Background: an optimization exercise with open tools, aiming at small area and a short achievable clock period. Do not read the settings as production practice. At most, simulation tests tie the RTL to the original design; equivalence was not proved. The flow treats the clock pin as an ideal source. Dropping or thinning the clock tree relies on that and would not hold on a real chip. Power figures rest on the tool's default switching activity, not on a simulated workload.

==> inputs of job 1489 <==
Design mem_link_responder, start of the top module:
module mem_link_responder #(
  parameter int DEPTH = 16
) (
  input  logic              clk_i,
  input  logic              reset_n_i,
  input  logic [LINK_W-1:0] mem_fwd_link_i,
  output logic [LINK_W-1:0] mem_fwd_link_o,
  output logic [LINK_W-1:0] mem_rev_link_o
);
  localparam int AW = (DEPTH > 1) ? $clog2(DEPTH) : 1;
  logic st_idle_q, st_rx_q, st_drain_q, st_txh_q, st_txd_q;
  logic st_idle_d, st_rx_d, st_drain_d, st_txh_d, st_txd_d;
  logic rdy_en_q;
  logic is_rd_q, is_wr_q;
  logic [3:0]    len_q;
  logic [7:0]    id_q;
  logic [3:0]    rem_q;
  logic          rz_q, r1_q;
  logic [DEPTH-1:0] pos_q, pos_d;
  logic [AW-1:0]    base_q, base_d;
  logic [3:0]       blo_oh_q, bhi_oh_q;
  logic [3:1]       bge_q;
  logic [DEPTH-1:0] hdr_pos_s;
  logic              fwd_rdy_q;
  logic              rev_v_q, rev_last_q;
  logic [DATA_W-1:0] rev_data_q;
  logic              fwd_v_s, fwd_last_s, rev_ready_s;
  logic [DATA_W-1:0] fwd_data_s, rdata_s;
  mem_link_pkg::mem_hdr_t hdr_s;
  logic              unused_s;
  logic hdr_take_s, in_rd_s, in_wr_s, in_oth_s;
  logic rx_take_s, rem_zero_s;
  logic drain_done_s, rx_done_s;
  ...
==> module mem_link_word_ram, before the edit <==
module mem_link_word_ram #(
  parameter int DEPTH = 16
) (
  input  logic              clk_i,
  input  logic              clr_i,
  input  logic              v_i,
  input  logic              rx_i,
  input  logic              rx_nxt_i,
  input  logic [DEPTH-1:0]  pos_i,
  input  logic [DEPTH-1:0]  pos_nxt_i,
  input  logic [DATA_W-1:0] wdata_i,
  output logic [DATA_W-1:0] rdata_o
);
  localparam int HALF = DEPTH / 2;
  localparam logic [DEPTH-1:0] POL = {(DEPTH/4){4'b0110}};
  logic [DATA_W-1:0] ring_q [DEPTH];
  logic [DEPTH-1:0]  vld_q, vld_d, vld_x;
  logic [DEPTH-1:0]  rsel_q;
  logic [DEPTH-1:0]  rseln_q;
  logic [DATA_W-1:0] wbuf1_q;
  logic [HALF-1:0]   cand_q, candn_q, sel1_q, sel1n_q, ins_s, insn_s, sel1_d;
  logic              use1_q;
  logic              we_s;
  logic [DATA_W-1:0] ins_data_s;
  assign we_s = v_i & rx_i;
  always_comb begin
    for (int k = 0; k < HALF; k++) begin
      ins_s[k]  = (v_i & cand_q[k]) | sel1_q[k];
      insn_s[k] = (~v_i | candn_q[k]) & sel1n_q[k];
      sel1_d[k] = ~clr_i & we_s & pos_i[2*k+1];
    end
  end
  assign ins_data_s = use1_q ? wbuf1_q : wdata_i;
  always_ff @(posedge clk_i) begin
    for (int k = 0; k < HALF; k++) begin
      ring_q[2*k]   <= ~((ring_q[2*k+1] | {DATA_W{ins_s[k]}}) &
                         ((ins_data_s ^ {DATA_W{~POL[2*k]}}) | {DATA_W{insn_s[k]}}));
      ring_q[2*k+1] <= ring_q[(2*k+2) % DEPTH];
    end
    wbuf1_q <= wdata_i;
  end
  always_comb begin
    for (int k = 0; k < HALF; k++) begin
      vld_x[2*k]   = ins_s[k] | vld_q[2*k+1];
      vld_x[2*k+1] = vld_q[(2*k+2) % DEPTH];
    end
  end
  assign vld_d = vld_x & {DEPTH{~clr_i}};
  always_ff @(posedge clk_i) begin
    vld_q <= vld_d;
    for (int p = 0; p < DEPTH; p++) begin
      rsel_q[p]  <= pos_nxt_i[(p+DEPTH-1) % DEPTH] & vld_x[p];
      rseln_q[p] <= ~(pos_nxt_i[(p+DEPTH-1) % DEPTH] & vld_x[p]);
    end
  end
  always_ff @(posedge clk_i) begin
    sel1_q  <= sel1_d;
    sel1n_q <= ~sel1_d;
    use1_q  <= |sel1_d;
    for (int k = 0; k < HALF; k++) begin
      cand_q[k]  <= rx_nxt_i & pos_nxt_i[2*k];
      candn_q[k] <= ~(rx_nxt_i & pos_nxt_i[2*k]);
    end
  end
  always_comb begin
    rdata_o = '0;
    for (int p = 0; p < DEPTH; p++) begin
      if (POL[p]) begin
        rdata_o = rdata_o | ~({DATA_W{rseln_q[p]}} | ring_q[p]);
      end else begin
        rdata_o = rdata_o | ({DATA_W{rsel_q[p]}} & ring_q[p]);
      end
    end
  end
endmodule
Settings: LEC_CHECK=0, ABC_CLOCK_PERIOD_IN_PS=2000, CAP_MARGIN=20, CORE_MARGIN=2, CORE_UTILIZATION=40, SETUP_SLACK_MARGIN=3.3, SLEW_MARGIN=20, TNS_END_PERCENT=10, BUFFER_PORTS_ARGS=-buffer_cell sky130_fd_sc_hd__buf_2, CTS_ARGS=-sink_clustering_enable -repair_clock_nets -sink_clustering_size 30 -sink_clustering_max_diameter 100 -dont_use_dummy_load, PRE_CTS_TCL=/design/flow/flow/noroot_cts.tcl; clock period 5.2 ns.
standard.sh (not shown) runs the stock make flow with config.mk's settings and CLKGATE_MAP_FILE= SYNTH_SCRIPT=/design/flow/synth_recipe.tcl, a recipe that flattens the netlist after the stock synthesis.
==> flow/flow/run.sh <==
#!/bin/bash
# Own flow: the standard layout (standard.sh, standard synthesis) with
# these changes to how the layout is made:
#  - the ports are buffered with buf_2 cells (the default picks a slow delay
#    cell for them);
#  - CTS clusters up to 30 sinks per leaf buffer and inserts no dummy loads;
set -euo pipefail
cat >> config.mk <<EOC
export BUFFER_PORTS_ARGS = -buffer_cell sky130_fd_sc_hd__buf_2
export CTS_ARGS = -sink_clustering_enable -repair_clock_nets -sink_clustering_size 30 -sink_clustering_max_diameter 100 -dont_use_dummy_load
export PRE_CTS_TCL = $PWD/flow/noroot_cts.tcl
EOC
bash standard.sh > flow_make.log 2>&1
==> flow/flow/noroot_cts.tcl <==
rename clock_tree_synthesis my_tritoncts

proc my_is_clkbuf {inst} {
  return [string match "sky130_fd_sc_hd__clkbuf_*" [[$inst getMaster] getName]]
}

proc my_out_net {inst} {
  foreach it [$inst getITerms] {
    if {[$it isOutputSignal]} { return [$it getNet] }
  }
  return "NULL"
}

proc my_loads {net} {
  set loads {}
  foreach it [$net getITerms] {
    if {[$it isInputSignal]} { lappend loads $it }
  }
  return $loads
}

proc my_drop_root_buffer {} {
  set block [ord::get_db_block]
  set clk [$block findNet clk_i]
  set loads [my_loads $clk]
  if {[llength $loads] != 1} { return }
  set root [[lindex $loads 0] getInst]
  if {![my_is_clkbuf $root]} { return }
  set rnet [my_out_net $root]
  set sub [my_loads $rnet]
  if {[llength $sub] > 4} { return }
  foreach s $sub {
    if {![my_is_clkbuf [$s getInst]]} { return }
  }
  foreach s $sub {
    $s disconnect
    $s connect $clk
  }
  foreach o [$root getITerms] { $o disconnect }
  odb::dbInst_destroy $root
  odb::dbNet_destroy $rnet
  puts "my_drop_root_buffer: clk_i now drives [llength $sub] clock buffers"
}

proc clock_tree_synthesis {args} {
  my_tritoncts {*}$args
  my_drop_root_buffer
}
==> inputs of job 955, as changes to job 1489 <==
--- a/flow/design.v
+++ b/flow/design.v
@@ -26,73 +26,75 @@
   } mem_hdr_t;
 endpackage
 import mem_link_pkg::*;
 module mem_link_word_ram #(
   parameter int DEPTH = 16
 ) (
   input  logic              clk_i,
   input  logic              clr_i,
-  input  logic              v_i,
-  input  logic              rx_i,
-  input  logic              rx_nxt_i,
+  input  logic              we_i,
   input  logic [DEPTH-1:0]  pos_i,
   input  logic [DEPTH-1:0]  pos_nxt_i,
   input  logic [DATA_W-1:0] wdata_i,
   output logic [DATA_W-1:0] rdata_o
 );
   localparam int HALF = DEPTH / 2;
   localparam logic [DEPTH-1:0] POL = {(DEPTH/4){4'b0110}};
   logic [DATA_W-1:0] ring_q [DEPTH];
   logic [DEPTH-1:0]  vld_q, vld_d, vld_x;
   logic [DEPTH-1:0]  rsel_q;
   logic [DEPTH-1:0]  rseln_q;
-  logic [DATA_W-1:0] wbuf1_q;
-  logic [HALF-1:0]   cand_q, candn_q, sel1_q, sel1n_q, ins_s, insn_s, sel1_d;
+  logic [DATA_W-1:0] wbuf1_q, wbuf2_q;
+  logic [HALF-1:0]   sel2a_q, ins_q, insn_q, ins_d;
   logic              use1_q;
-  logic              we_s;
   logic [DATA_W-1:0] ins_data_s;
-  assign we_s = v_i & rx_i;
+  logic              odd_s;
   always_comb begin
+    odd_s = 1'b0;
     for (int k = 0; k < HALF; k++) begin
-      ins_s[k]  = (v_i & cand_q[k]) | sel1_q[k];
-      insn_s[k] = (~v_i | candn_q[k]) & sel1n_q[k];
-      sel1_d[k] = ~clr_i & we_s & pos_i[2*k+1];
+      ins_d[k] = ~clr_i & ((we_i & pos_i[2*k+1]) | sel2a_q[k]);
+      odd_s    = odd_s | pos_i[2*k+1];
     end
   end
-  assign ins_data_s = use1_q ? wbuf1_q : wdata_i;
+  assign ins_data_s = use1_q ? wbuf1_q : wbuf2_q;
   always_ff @(posedge clk_i) begin
     for (int k = 0; k < HALF; k++) begin
-      ring_q[2*k]   <= ~((ring_q[2*k+1] | {DATA_W{ins_s[k]}}) &
-                         ((ins_data_s ^ {DATA_W{~POL[2*k]}}) | {DATA_W{insn_s[k]}}));
+      ring_q[2*k]   <= ~((ring_q[2*k+1] | {DATA_W{ins_q[k]}}) &
+                         ((ins_data_s ^ {DATA_W{~POL[2*k]}}) | {DATA_W{insn_q[k]}}));
       ring_q[2*k+1] <= ring_q[(2*k+2) % DEPTH];
     end
     wbuf1_q <= wdata_i;
+    wbuf2_q <= wbuf1_q;
   end
   always_comb begin
     for (int k = 0; k < HALF; k++) begin
-      vld_x[2*k]   = ins_s[k] | vld_q[2*k+1];
+      vld_x[2*k]   = ins_q[k] | vld_q[2*k+1];
       vld_x[2*k+1] = vld_q[(2*k+2) % DEPTH];
     end
   end
   assign vld_d = vld_x & {DEPTH{~clr_i}};
   always_ff @(posedge clk_i) begin
     vld_q <= vld_d;
     for (int p = 0; p < DEPTH; p++) begin
       rsel_q[p]  <= pos_nxt_i[(p+DEPTH-1) % DEPTH] & vld_x[p];
       rseln_q[p] <= ~(pos_nxt_i[(p+DEPTH-1) % DEPTH] & vld_x[p]);
     end
   end
   always_ff @(posedge clk_i) begin
-    sel1_q  <= sel1_d;
-    sel1n_q <= ~sel1_d;
-    use1_q  <= |sel1_d;
-    for (int k = 0; k < HALF; k++) begin
-      cand_q[k]  <= rx_nxt_i & pos_nxt_i[2*k];
-      candn_q[k] <= ~(rx_nxt_i & pos_nxt_i[2*k]);
+    ins_q  <= ins_d;
+    insn_q <= ~ins_d;
+    if (clr_i) begin
+      sel2a_q <= '0;
+      use1_q  <= 1'b0;
+    end else begin
+      for (int k = 0; k < HALF; k++) begin
+        sel2a_q[k] <= we_i & pos_i[(2*k+2) % DEPTH];
+      end
+      use1_q <= we_i & odd_s;
     end
   end
   always_comb begin
     rdata_o = '0;
     for (int p = 0; p < DEPTH; p++) begin
       if (POL[p]) begin
         rdata_o = rdata_o | ~({DATA_W{rseln_q[p]}} | ring_q[p]);
       end else begin
@@ -128,43 +130,42 @@
   logic              fwd_rdy_q;
   logic              rev_v_q, rev_last_q;
   logic [DATA_W-1:0] rev_data_q;
   logic              fwd_v_s, fwd_last_s, rev_ready_s;
   logic [DATA_W-1:0] fwd_data_s, rdata_s;
   mem_link_pkg::mem_hdr_t hdr_s;
   logic              unused_s;
   logic hdr_take_s, in_rd_s, in_wr_s, in_oth_s;
-  logic rx_take_s, rem_zero_s;
+  logic rx_take_s, rem_zero_s, we_s;
   logic drain_done_s, rx_done_s;
   logic rev_take_s, ld_mem_s, hold_s;
   logic ld_hdr_in_s, ld_hdr_st_s;
   assign fwd_v_s     = mem_fwd_link_i[V_BIT];
   assign fwd_last_s  = mem_fwd_link_i[LAST_BIT];
   assign rev_ready_s = mem_fwd_link_i[READY_BIT];
   assign fwd_data_s  = mem_fwd_link_i[DATA_W-1:0];
   assign hdr_s       = mem_link_pkg::mem_hdr_t'(fwd_data_s);
   assign unused_s    = ^{mem_fwd_link_i[RSVD_BIT], hdr_s.rsvd, hdr_s.addr[11:AW]};
   assign in_rd_s     = (hdr_s.opcode == OP_READ);
   assign in_wr_s     = (hdr_s.opcode == OP_WRITE);
   assign in_oth_s    = ~in_rd_s & ~in_wr_s;
   assign rem_zero_s  = rz_q;
   assign hdr_take_s   = st_idle_q & rdy_en_q & fwd_v_s;
   assign rx_take_s    = st_rx_q & fwd_v_s;
+  assign we_s         = rx_take_s;
   assign rx_done_s    = rx_take_s & rem_zero_s;
   assign drain_done_s = st_drain_q & fwd_v_s & fwd_last_s;
   assign rev_take_s   = (st_txh_q | st_txd_q) & rev_ready_s;
   mem_link_word_ram #(
     .DEPTH (DEPTH)
   ) u_ram (
     .clk_i   (clk_i),
     .clr_i   (~reset_n_i),
-    .v_i     (fwd_v_s),
-    .rx_i    (st_rx_q),
-    .rx_nxt_i (st_rx_d & reset_n_i),
+    .we_i    (we_s),
     .pos_i   (pos_q),
     .pos_nxt_i (pos_d),
     .wdata_i (fwd_data_s),
     .rdata_o (rdata_s)
   );
   always_comb begin
     st_idle_d  = st_idle_q & ~hdr_take_s;
     st_rx_d    = st_rx_q & ~rx_done_s;
- CORE_UTILIZATION: 40 -> 55
==> inputs of job 1069, as changes to job 1489 <==
--- a/flow/design.v
+++ b/flow/design.v
@@ -26,83 +26,82 @@
   } mem_hdr_t;
 endpackage
 import mem_link_pkg::*;
 module mem_link_word_ram #(
   parameter int DEPTH = 16
 ) (
   input  logic              clk_i,
   input  logic              clr_i,
-  input  logic              v_i,
-  input  logic              rx_i,
-  input  logic              rx_nxt_i,
+  input  logic              we_i,
   input  logic [DEPTH-1:0]  pos_i,
   input  logic [DEPTH-1:0]  pos_nxt_i,
   input  logic [DATA_W-1:0] wdata_i,
   output logic [DATA_W-1:0] rdata_o
 );
   localparam int HALF = DEPTH / 2;
-  localparam logic [DEPTH-1:0] POL = {(DEPTH/4){4'b0110}};
   logic [DATA_W-1:0] ring_q [DEPTH];
   logic [DEPTH-1:0]  vld_q, vld_d, vld_x;
   logic [DEPTH-1:0]  rsel_q;
-  logic [DEPTH-1:0]  rseln_q;
-  logic [DATA_W-1:0] wbuf1_q;
-  logic [HALF-1:0]   cand_q, candn_q, sel1_q, sel1n_q, ins_s, insn_s, sel1_d;
-  logic              use1_q;
-  logic              we_s;
+  logic [DATA_W-1:0] wbuf1_q, wbuf2_q;
+  logic [HALF-1:0]   sel1_q, sel2a_q, sel2_q;
+  logic              use1_q, use2_q;
+  logic [HALF-1:0]   ins_s;
   logic [DATA_W-1:0] ins_data_s;
-  assign we_s = v_i & rx_i;
+  logic              odd_s;
   always_comb begin
+    odd_s = 1'b0;
     for (int k = 0; k < HALF; k++) begin
-      ins_s[k]  = (v_i & cand_q[k]) | sel1_q[k];
-      insn_s[k] = (~v_i | candn_q[k]) & sel1n_q[k];
-      sel1_d[k] = ~clr_i & we_s & pos_i[2*k+1];
+      ins_s[k] = sel1_q[k] | sel2_q[k];
+      odd_s    = odd_s | pos_i[2*k+1];
     end
   end
-  assign ins_data_s = use1_q ? wbuf1_q : wdata_i;
+  assign ins_data_s = ({DATA_W{use1_q}} & wbuf1_q) | ({DATA_W{use2_q}} & wbuf2_q);
   always_ff @(posedge clk_i) begin
     for (int k = 0; k < HALF; k++) begin
-      ring_q[2*k]   <= ~((ring_q[2*k+1] | {DATA_W{ins_s[k]}}) &
-                         ((ins_data_s ^ {DATA_W{~POL[2*k]}}) | {DATA_W{insn_s[k]}}));
+      ring_q[2*k]   <= ins_s[k] ? ins_data_s : ring_q[2*k+1];
       ring_q[2*k+1] <= ring_q[(2*k+2) % DEPTH];
     end
     wbuf1_q <= wdata_i;
+    wbuf2_q <= wbuf1_q;
   end
   always_comb begin
     for (int k = 0; k < HALF; k++) begin
       vld_x[2*k]   = ins_s[k] | vld_q[2*k+1];
       vld_x[2*k+1] = vld_q[(2*k+2) % DEPTH];
     end
   end
   assign vld_d = vld_x & {DEPTH{~clr_i}};
   always_ff @(posedge clk_i) begin
     vld_q <= vld_d;
     for (int p = 0; p < DEPTH; p++) begin
-      rsel_q[p]  <= pos_nxt_i[(p+DEPTH-1) % DEPTH] & vld_x[p];
-      rseln_q[p] <= ~(pos_nxt_i[(p+DEPTH-1) % DEPTH] & vld_x[p]);
+      rsel_q[p] <= pos_nxt_i[(p+DEPTH-1) % DEPTH] & vld_x[p];
     end
   end
   always_ff @(posedge clk_i) begin
-    sel1_q  <= sel1_d;
-    sel1n_q <= ~sel1_d;
-    use1_q  <= |sel1_d;
-    for (int k = 0; k < HALF; k++) begin
-      cand_q[k]  <= rx_nxt_i & pos_nxt_i[2*k];
-      candn_q[k] <= ~(rx_nxt_i & pos_nxt_i[2*k]);
+    if (clr_i) begin
+      sel1_q  <= '0;
+      sel2a_q <= '0;
+      sel2_q  <= '0;
+      use1_q  <= 1'b0;
+      use2_q  <= 1'b0;
+    end else begin
+      for (int k = 0; k < HALF; k++) begin
+        sel1_q[k]  <= we_i & pos_i[2*k+1];
+        sel2a_q[k] <= we_i & pos_i[(2*k+2) % DEPTH];
+      end
+      sel2_q <= sel2a_q;
+      use1_q <= we_i & odd_s;
+      use2_q <= |sel2a_q;
     end
   end
   always_comb begin
     rdata_o = '0;
     for (int p = 0; p < DEPTH; p++) begin
-      if (POL[p]) begin
-        rdata_o = rdata_o | ~({DATA_W{rseln_q[p]}} | ring_q[p]);
-      end else begin
-        rdata_o = rdata_o | ({DATA_W{rsel_q[p]}} & ring_q[p]);
-      end
+      rdata_o = rdata_o | ({DATA_W{rsel_q[p]}} & ring_q[p]);
     end
   end
 endmodule
 import mem_link_pkg::*;
 module mem_link_responder #(
   parameter int DEPTH = 16
 ) (
   input  logic              clk_i,
@@ -128,43 +127,42 @@
   logic              fwd_rdy_q;
   logic              rev_v_q, rev_last_q;
   logic [DATA_W-1:0] rev_data_q;
   logic              fwd_v_s, fwd_last_s, rev_ready_s;
   logic [DATA_W-1:0] fwd_data_s, rdata_s;
   mem_link_pkg::mem_hdr_t hdr_s;
   logic              unused_s;
   logic hdr_take_s, in_rd_s, in_wr_s, in_oth_s;
-  logic rx_take_s, rem_zero_s;
+  logic rx_take_s, rem_zero_s, we_s;
   logic drain_done_s, rx_done_s;
   logic rev_take_s, ld_mem_s, hold_s;
   logic ld_hdr_in_s, ld_hdr_st_s;
   assign fwd_v_s     = mem_fwd_link_i[V_BIT];
   assign fwd_last_s  = mem_fwd_link_i[LAST_BIT];
   assign rev_ready_s = mem_fwd_link_i[READY_BIT];
   assign fwd_data_s  = mem_fwd_link_i[DATA_W-1:0];
   assign hdr_s       = mem_link_pkg::mem_hdr_t'(fwd_data_s);
   assign unused_s    = ^{mem_fwd_link_i[RSVD_BIT], hdr_s.rsvd, hdr_s.addr[11:AW]};
   assign in_rd_s     = (hdr_s.opcode == OP_READ);
   assign in_wr_s     = (hdr_s.opcode == OP_WRITE);
   assign in_oth_s    = ~in_rd_s & ~in_wr_s;
   assign rem_zero_s  = rz_q;
   assign hdr_take_s   = st_idle_q & rdy_en_q & fwd_v_s;
   assign rx_take_s    = st_rx_q & fwd_v_s;
+  assign we_s         = rx_take_s;
   assign rx_done_s    = rx_take_s & rem_zero_s;
   assign drain_done_s = st_drain_q & fwd_v_s & fwd_last_s;
   assign rev_take_s   = (st_txh_q | st_txd_q) & rev_ready_s;
   mem_link_word_ram #(
     .DEPTH (DEPTH)
   ) u_ram (
     .clk_i   (clk_i),
     .clr_i   (~reset_n_i),
-    .v_i     (fwd_v_s),
-    .rx_i    (st_rx_q),
-    .rx_nxt_i (st_rx_d & reset_n_i),
+    .we_i    (we_s),
     .pos_i   (pos_q),
     .pos_nxt_i (pos_d),
     .wdata_i (fwd_data_s),
     .rdata_o (rdata_s)
   );
   always_comb begin
     st_idle_d  = st_idle_q & ~hdr_take_s;
     st_rx_d    = st_rx_q & ~rx_done_s;
@@ -277,34 +275,38 @@
       rem_q <= rem_q - 4'd1;
       rz_q  <= r1_q;
       r1_q  <= (rem_q == 4'd2);
     end
   end
   logic [DATA_W-1:0] hdr_in_s, hdr_st_s;
   assign hdr_in_s = {36'd0, hdr_s.id, hdr_s.len, 12'd0, in_rd_s ? 4'h0 : 4'hF};
   assign hdr_st_s = {36'd0, id_q, len_q, 12'd0, is_wr_q ? 4'h1 : 4'hF};
+  logic hold_r, ld_mem_r, ld_hdr_in_r, ld_hdr_st_r;
+  assign hold_r      = hold_s & reset_n_i;
+  assign ld_mem_r    = ld_mem_s & reset_n_i;
+  assign ld_hdr_in_r = ld_hdr_in_s & reset_n_i;
+  assign ld_hdr_st_r = ld_hdr_st_s & reset_n_i;
   always_ff @(posedge clk_i) begin
     if (!reset_n_i) begin
       fwd_rdy_q  <= 1'b0;
       rev_v_q    <= 1'b0;
-      rev_last_q <= 1'b0;
-      rev_data_q <= '0;
     end else begin
       fwd_rdy_q  <= st_idle_d | st_rx_d | st_drain_d;
       rev_v_q    <= st_txh_d | st_txd_d;
-      if (!hold_s) begin
-        rev_last_q <= (ld_hdr_in_s & ~in_rd_s) | ld_hdr_st_s |
-                      (ld_mem_s & (st_txh_q ? rz_q : r1_q));
-        rev_data_q <= ({DATA_W{ld_mem_s}} & rdata_s) |
-                      ({DATA_W{ld_hdr_in_s}} & hdr_in_s) |
-                      ({DATA_W{ld_hdr_st_s}} & hdr_st_s);
-      end
     end
   end
+  always_ff @(posedge clk_i) begin
+    rev_last_q <= (hold_r & rev_last_q) | (ld_hdr_in_r & ~in_rd_s) | ld_hdr_st_r |
+                  (ld_mem_r & (st_txh_q ? rz_q : r1_q));
+    rev_data_q <= ({DATA_W{hold_r}} & rev_data_q) |
+                  ({DATA_W{ld_mem_r}} & rdata_s) |
+                  ({DATA_W{ld_hdr_in_r}} & hdr_in_s) |
+                  ({DATA_W{ld_hdr_st_r}} & hdr_st_s);
+  end
   always_comb begin
     mem_fwd_link_o            = '0;
     mem_fwd_link_o[READY_BIT] = fwd_rdy_q;
     mem_rev_link_o            = '0;
     mem_rev_link_o[DATA_W-1:0] = rev_data_q;
     mem_rev_link_o[V_BIT]      = rev_v_q;
     mem_rev_link_o[LAST_BIT]   = rev_last_q;
   end
- SETUP_SLACK_MARGIN: 3.3 -> 3.4
==> inputs of job 1417, as changes to job 1489 <==
--- a/flow/design.v
+++ b/flow/design.v
@@ -35,74 +35,63 @@
   input  logic              rx_i,
   input  logic              rx_nxt_i,
   input  logic [DEPTH-1:0]  pos_i,
   input  logic [DEPTH-1:0]  pos_nxt_i,
   input  logic [DATA_W-1:0] wdata_i,
   output logic [DATA_W-1:0] rdata_o
 );
   localparam int HALF = DEPTH / 2;
-  localparam logic [DEPTH-1:0] POL = {(DEPTH/4){4'b0110}};
   logic [DATA_W-1:0] ring_q [DEPTH];
   logic [DEPTH-1:0]  vld_q, vld_d, vld_x;
   logic [DEPTH-1:0]  rsel_q;
-  logic [DEPTH-1:0]  rseln_q;
   logic [DATA_W-1:0] wbuf1_q;
-  logic [HALF-1:0]   cand_q, candn_q, sel1_q, sel1n_q, ins_s, insn_s, sel1_d;
+  logic [HALF-1:0]   cand_q, sel1_q, ins_s, sel1_d;
   logic              use1_q;
   logic              we_s;
   logic [DATA_W-1:0] ins_data_s;
   assign we_s = v_i & rx_i;
   always_comb begin
     for (int k = 0; k < HALF; k++) begin
       ins_s[k]  = (v_i & cand_q[k]) | sel1_q[k];
-      insn_s[k] = (~v_i | candn_q[k]) & sel1n_q[k];
       sel1_d[k] = ~clr_i & we_s & pos_i[2*k+1];
     end
   end
   assign ins_data_s = use1_q ? wbuf1_q : wdata_i;
   always_ff @(posedge clk_i) begin
     for (int k = 0; k < HALF; k++) begin
-      ring_q[2*k]   <= ~((ring_q[2*k+1] | {DATA_W{ins_s[k]}}) &
-                         ((ins_data_s ^ {DATA_W{~POL[2*k]}}) | {DATA_W{insn_s[k]}}));
+      ring_q[2*k]   <= ins_s[k] ? ins_data_s : ring_q[2*k+1];
       ring_q[2*k+1] <= ring_q[(2*k+2) % DEPTH];
     end
     wbuf1_q <= wdata_i;
   end
   always_comb begin
     for (int k = 0; k < HALF; k++) begin
       vld_x[2*k]   = ins_s[k] | vld_q[2*k+1];
       vld_x[2*k+1] = vld_q[(2*k+2) % DEPTH];
     end
   end
   assign vld_d = vld_x & {DEPTH{~clr_i}};
   always_ff @(posedge clk_i) begin
     vld_q <= vld_d;
     for (int p = 0; p < DEPTH; p++) begin
       rsel_q[p]  <= pos_nxt_i[(p+DEPTH-1) % DEPTH] & vld_x[p];
-      rseln_q[p] <= ~(pos_nxt_i[(p+DEPTH-1) % DEPTH] & vld_x[p]);
     end
   end
   always_ff @(posedge clk_i) begin
     sel1_q  <= sel1_d;
-    sel1n_q <= ~sel1_d;
     use1_q  <= |sel1_d;
     for (int k = 0; k < HALF; k++) begin
       cand_q[k]  <= rx_nxt_i & pos_nxt_i[2*k];
-      candn_q[k] <= ~(rx_nxt_i & pos_nxt_i[2*k]);
     end
   end
   always_comb begin
     rdata_o = '0;
     for (int p = 0; p < DEPTH; p++) begin
-      if (POL[p]) begin
-        rdata_o = rdata_o | ~({DATA_W{rseln_q[p]}} | ring_q[p]);
-      end else begin
-        rdata_o = rdata_o | ({DATA_W{rsel_q[p]}} & ring_q[p]);
-      end
+      rdata_o = rdata_o | ({DATA_W{rsel_q[p]}} & ring_q[p]);
     end
   end
 endmodule
 import mem_link_pkg::*;
 module mem_link_responder #(
   parameter int DEPTH = 16
 ) (
   input  logic              clk_i,
- TNS_END_PERCENT: 10 -> 30
==> flow_summary.yaml <==
floorplanning:
  die_w_um: 319
  start_util: 0.403
detailed_routing:
  dr_total_vias: 29774
  vias_per_cell: 5.90
sta:
  finalCritPeriodShare: 0.394
  fmax_mhz: 488
  period_minus_slack_ns: 2.05
synth:
  syn_avg_cell_area_um2: 10.8
  synthMuxAreaShare: 0.0282
power:
  pwr-share-clk: 0.293
  comb-power_mw: 0.695
setup_path:
  crit_slowest_cell: "mux2_4"
  path_delay_family: "multiplexers"
  cp.depth: 8
  cp_cell_sequence: "buf_12 > mux2_4 > mux2_4 > buf_4 > mux2i_4 > buf_12 > or3_1 > o31ai_1"
finish:
  fin_nets: 3838
  mostFrequentLayoutCells: "dfxtp_1 (1189), nor2_1 (600), a21oi_1 (526), a22o_1 (228), a221oi_1 (227)"
outcome:
  status: "timing/DRC/antenna clean"
That was job 1417.
==> flow_summary.yaml <==
outcome:
  status: "timing/DRC/antenna clean"
detailed_routing:
  highest_layer: "met5"
  vias_per_cell: 5.82
setup_path:
  cp_cell_sequence: "buf_6"
  cp.depth: 1
  crit_slowest_cell: "dfxtp_4"
floorplanning:
  die_w_um: 324
  start_util: 0.403
synth:
  synthMuxAreaShare: 0.0102
  syn_avg_cell_area_um2: 11.1
sta:
  period_minus_slack_ns: 2.03
  finalCritPeriodShare: 0.390
  fmax_mhz: 493
finish:
  fin_nets: 3839
  mostFrequentLayoutCells: "dfxtp_1 (1264), nor2_1 (548), a21oi_1 (517), a22o_1 (306), a221oi_1 (229)"
power:
  comb-power_mw: 0.426
That was job 1069.
==> flow_summary.yaml <==
floorplanning:
  start_util: 0.557
  die_w_um: 276
hold_path:
  min_path_cells: 0
global_routing:
  antenna_found_initial: 6
power:
  pwr-share-clk: 0.295
detailed_routing:
  dr_total_vias: 31907
  vias_per_cell: 7.01
  post-route-drc-count: 0
  drt_first_pass_iters: 17
finish:
  fin_nets: 3655
  mostFrequentLayoutCells: "dfxtp_1 (1268), o22ai_1 (658), nand2_1 (183), nor2_1 (134), buf_2 (122)"
outcome:
  status: "timing/DRC/antenna clean"
synth:
  synth_cell_types: 64
  synthMuxAreaShare: 0.0444
sta:
  period_minus_slack_ns: 2.17
  rsz0062_at_grt: "yes"
  fmax_mhz: 462
  finalCritPeriodShare: 0.417
setup_path:
  crit_slowest_cell: "buf_4"
  cp_cell_sequence: "buf_4 > o22ai_1"
  path_delay_family: "buffers and inverters"
That was job 955.
==> flow_summary.yaml <==
setup_path:
  crit_slowest_cell: "o21ai_0"
  cp_cell_sequence: "buf_12 > buf_6 > o22ai_1 > a211oi_1 > o2111ai_1 > o21ai_0 > a21oi_1"
  path_delay_family: "compound AO/OA/AOI/OAI gates"
sta:
  fmax_mhz: 461
  period_minus_slack_ns: 2.17
power:
  comb-power_mw: 0.682
  pwr-share-clk: 0.296
detailed_routing:
  vias_per_cell: 6.50
synth:
  syn_avg_cell_area_um2: 11.3
floorplanning:
  start_util: 0.403
finish:
  mostFrequentLayoutCells: "dfxtp_1 (1233), o22ai_1 (649), nand2_1 (205), nor2_1 (158), buf_2 (125)"
outcome:
  status: "timing/DRC/antenna clean"
That was job 1489.
No functional check of the RTL was part of job 1489 and job 1417.

static timing again, ports no longer ideal:
In the flow no input, the clock included, has a driving cell. The finished layouts below were timed again as built, in two steps. Step 1, drivers: a clkbuf_16 drives clk_i and a buf_2 each remaining input, both assumed. Step 2 also shifts input and output timing later by t, the mid clock arrival at the registers, as if the neighbouring blocks saw the same clock. a / b / c = ideal ports / drivers / drivers and shift; a / b = the first two.
run | t (ns) | slack for setup (ns) | slew at the worst register clock pin (ns) | worst data-port slew with drivers (ns)
job 1489 | 0.590 | 3.032 / 2.998 / 2.656 | 0.12 / 0.12 | 0.12
job 955 | 0.583 | 3.034 / 3.003 / 2.696 | 0.12 / 0.12 | 0.12
job 1069 | 0.581 | 3.171 / 3.035 / 2.737 | 0.12 / 0.12 | 0.17
job 1417 | 0.575 | 3.151 / 3.055 / 2.629 | 0.12 / 0.12 | 0.10
After both steps setup and hold are still met in every run listed. For job 1417, which loses most, drivers alone change the setup slack by -0.096 ns; drivers and shift together by -0.522 ns.
